What follows belongs to an exercise in optimizing a design on an open flow for small area, a short achievable clock period and few clock cycles per item; a production flow would make more cautious choices. Function was checked by simulation only, so behaviour that the tests miss may differ from the original.

## job 229
## hsv2rgb_top
module hsv2rgb_top (
	input  logic        clk,
	input  logic        arst_n,
	input  logic        start,
	output logic        busy,
	input  logic [12:0] hue,
	input  logic [6:0]  saturation,
	input  logic [6:0]  brightness,
	output logic        done,
	output logic [7:0]  red,
	output logic [7:0]  green,
	output logic [7:0]  blue,
	output logic        in_range
);
Size in the first run: ~1900 cells after synthesis, about 19000 sq um of cells after synthesis.
export LEC_CHECK = 0
export CAP_MARGIN = 20
export CORE_MARGIN = 2
export CORE_UTILIZATION = 40
export CTS_CLUSTER_DIAMETER = 100
export CTS_CLUSTER_SIZE = 25
export SETUP_SLACK_MARGIN = 4.6
export SLEW_MARGIN = 20
create_clock -name core_clock -period 7.5 [get_ports {clk}]
run.sh (not shown) runs the stock make flow with config.mk's settings and CLKGATE_MAP_FILE= SYNTH_SCRIPT=/design/flow/synth_recipe.tcl, a recipe that flattens the netlist after the stock synthesis.
Job 229 ran to completion and came out clean on the timing, DRC and antenna checks.
Testbench counts of job 229, summed over its fixed seeds: cycles 16,048, items 16,000.
#### Input delta (job 5210 over job 229)
diff --git a/flow/config.mk b/flow/config.mk
--- a/flow/config.mk
+++ b/flow/config.mk
@@ -9,6 +9,4 @@
 export CORE_MARGIN = 2
 export CORE_UTILIZATION = 40
-export CTS_CLUSTER_DIAMETER = 100
-export CTS_CLUSTER_SIZE = 25
-export SETUP_SLACK_MARGIN = 4.6
+export SETUP_SLACK_MARGIN = 4.7
 export SLEW_MARGIN = 20
Row global-route track usage on met2: job 5210 higher / job 229 lower
Final critical delay including setup and external delays: job 5210 vs job 229 down 0.021 ns
From job 229 to job 5210 the numbers moved as follows: final cell count without fillers now larger; non-clock buffer count climbed 21; layout filler cell count lost about 1%; final wirelength shows an increase of 4.3%.
Job 5210 | stages: all done | timing, DRC, antenna: all pass
[inputs] job 1569 vs job 5210
diff --git a/flow/config.mk b/flow/config.mk
--- a/flow/config.mk
+++ b/flow/config.mk
@@ -9,4 +9,7 @@
 export CORE_MARGIN = 2
 export CORE_UTILIZATION = 40
-export SETUP_SLACK_MARGIN = 4.7
+export CTS_CLUSTER_DIAMETER = 100
+export CTS_CLUSTER_SIZE = 25
+export PLACE_DENSITY = 0.85
+export SETUP_SLACK_MARGIN = 4.5
 export SLEW_MARGIN = 20
Findings:
When the final numbers for job 5210 and job 1569 were put side by side, the worst reg-to-reg path cell count turned out to be smaller in job 1569.
Relative to job 5210, proportion of cell area spent on the clock network has gone down in job 1569.
Reported for job 5210 and job 1569, sequential cell area fraction in the yosys report turned out identical to the last digit.
Clock skew essentially unchanged between job 5210 and job 1569.
On global-route met2 utilization, the lower figure sits with job 5210, not job 1569.
The run with more routed wire is job 1569, not job 5210.
Relative to job 5210, pin count of the biggest net entering global routing has increased by 11 in job 1569.
Job 1569 vs job 5210: global-route usage down in job 1569
Max level count of the clock H-tree across job 5210 and job 1569: job 5210
Fraction of standard cell area in multi-input logic, job 5210 and job 1569, higher one = job 1569.
#### Input delta (job 749 over job 1569)
diff --git a/flow/config.mk b/flow/config.mk
--- a/flow/config.mk
+++ b/flow/config.mk
@@ -9,7 +9,4 @@
 export CORE_MARGIN = 2
 export CORE_UTILIZATION = 40
-export CTS_CLUSTER_DIAMETER = 100
-export CTS_CLUSTER_SIZE = 25
-export PLACE_DENSITY = 0.85
-export SETUP_SLACK_MARGIN = 4.5
+export SETUP_SLACK_MARGIN = 4.3
 export SLEW_MARGIN = 20
Notes after the runs:
- Comparing job 749 against job 1569, there is no change at all in cts-stage hold buffer count.
- Summary of job 749 over job 1569: maximum frequency from static timing analysis decreased by 3.0% relative to the old numbers, via count decreased by 4.4% relative to the old numbers, routed wire length saw a decrease, non-clock buffer count lower.
- Reported for job 1569 and job 749, number of enable-type register cells in the synthesized netlist turned out identical to the last digit.
- Job 749 — critical path depth 10 lower, job 1569 as reference
- Final worst slack ended up 0.095 ns lower on job 749 than on job 1569.
### job 749 -> job 169
diff --git a/flow/config.mk b/flow/config.mk
--- a/flow/config.mk
+++ b/flow/config.mk
@@ -9,4 +9,6 @@
 export CORE_MARGIN = 2
 export CORE_UTILIZATION = 40
-export SETUP_SLACK_MARGIN = 4.3
+export CTS_CLUSTER_DIAMETER = 100
+export CTS_CLUSTER_SIZE = 25
+export SETUP_SLACK_MARGIN = 4.5
 export SLEW_MARGIN = 20
==> results.txt <==
Non-clock buffer count: lower on job 749. Taking job 749 as the reference, in job 169 sequential share of layout area increased 0.96 points, overall global routing resource usage decreased 0.42 points.

* * *

Starting RTL as in the previous note.
clock: 7.5 ns
lec_check: 0
cap_margin: 20
core_margin: 2
core_utilization: 40
cts_cluster_diameter: 100
cts_cluster_size: 25
place_density: 0.75
setup_slack_margin: 4.5
slew_margin: 20
Testbench counts at the start, summed over its fixed seeds: cycles 16,048, items 16,000.
Change:
Settings changed: CTS_CLUSTER_DIAMETER 100 to not set, CTS_CLUSTER_SIZE 25 to not set, PLACE_DENSITY 0.75 to not set, SETUP_SLACK_MARGIN 4.5 to 4.0.
=>
- worst setup slack is worse by 0.42 ns
- hold slack is worse by 0.0039 ns
- via count is lower by 1.8%
- utilization is higher by 0.76 points

[what the ideal ports hide]
Ports are ideal in the flow. The routed layouts listed here were re-timed in OpenROAD. Step 1 assumes that a clkbuf_16 drives the clock port and a buf_2 every other input. Step 2 adds t to the input delays and takes it off the output delays; t is the mean of the earliest and latest rising clock arrival at the registers after step 1. Input paths then give back, and output paths get back, about the clock's delay inside the block. Three values: ideal, step 1, step 2; two values: the first two.
| run | t (ns) | setup WS [ns] | hold WS [ns] | worst register clock-pin slew, ns | worst data-port slew with drivers (ns) |
|---|---|---|---|---|---|
| job 229 | 0.576 | 4.483 / 4.429 / 4.130 | 0.328 / 0.328 / 0.328 | 0.10 / 0.10 | 0.03 |
| job 5210 | 0.597 | 4.504 / 4.445 / 4.150 | 0.319 / 0.319 / 0.319 | 0.06 / 0.06 | 0.03 |
| job 1569 | 0.569 | 4.468 / 4.436 / 4.043 | 0.319 / 0.319 / 0.319 | 0.10 / 0.10 | 0.04 |
| job 749 | 0.596 | 4.374 / 4.319 / 3.812 | 0.323 / 0.323 / 0.323 | 0.06 / 0.06 | 0.03 |
| job 169 | 0.581 | 4.499 / 4.438 / 4.067 | 0.320 / 0.320 / 0.320 | 0.10 / 0.10 | 0.03 |
| the first run of note 2 | 0.550 | 4.528 / 4.480 / 4.087 | 0.329 / 0.329 / 0.329 | 0.10 / 0.10 | 0.04 |
| the second run of note 2 | 0.599 | 4.108 / 4.052 / 3.806 | 0.325 / 0.325 / 0.325 | 0.06 / 0.06 | 0.03 |
After both steps every run listed still meets setup and hold. The setup slack of job 749, which loses most, moves by -0.055 ns with the drivers and by -0.562 ns with both steps.
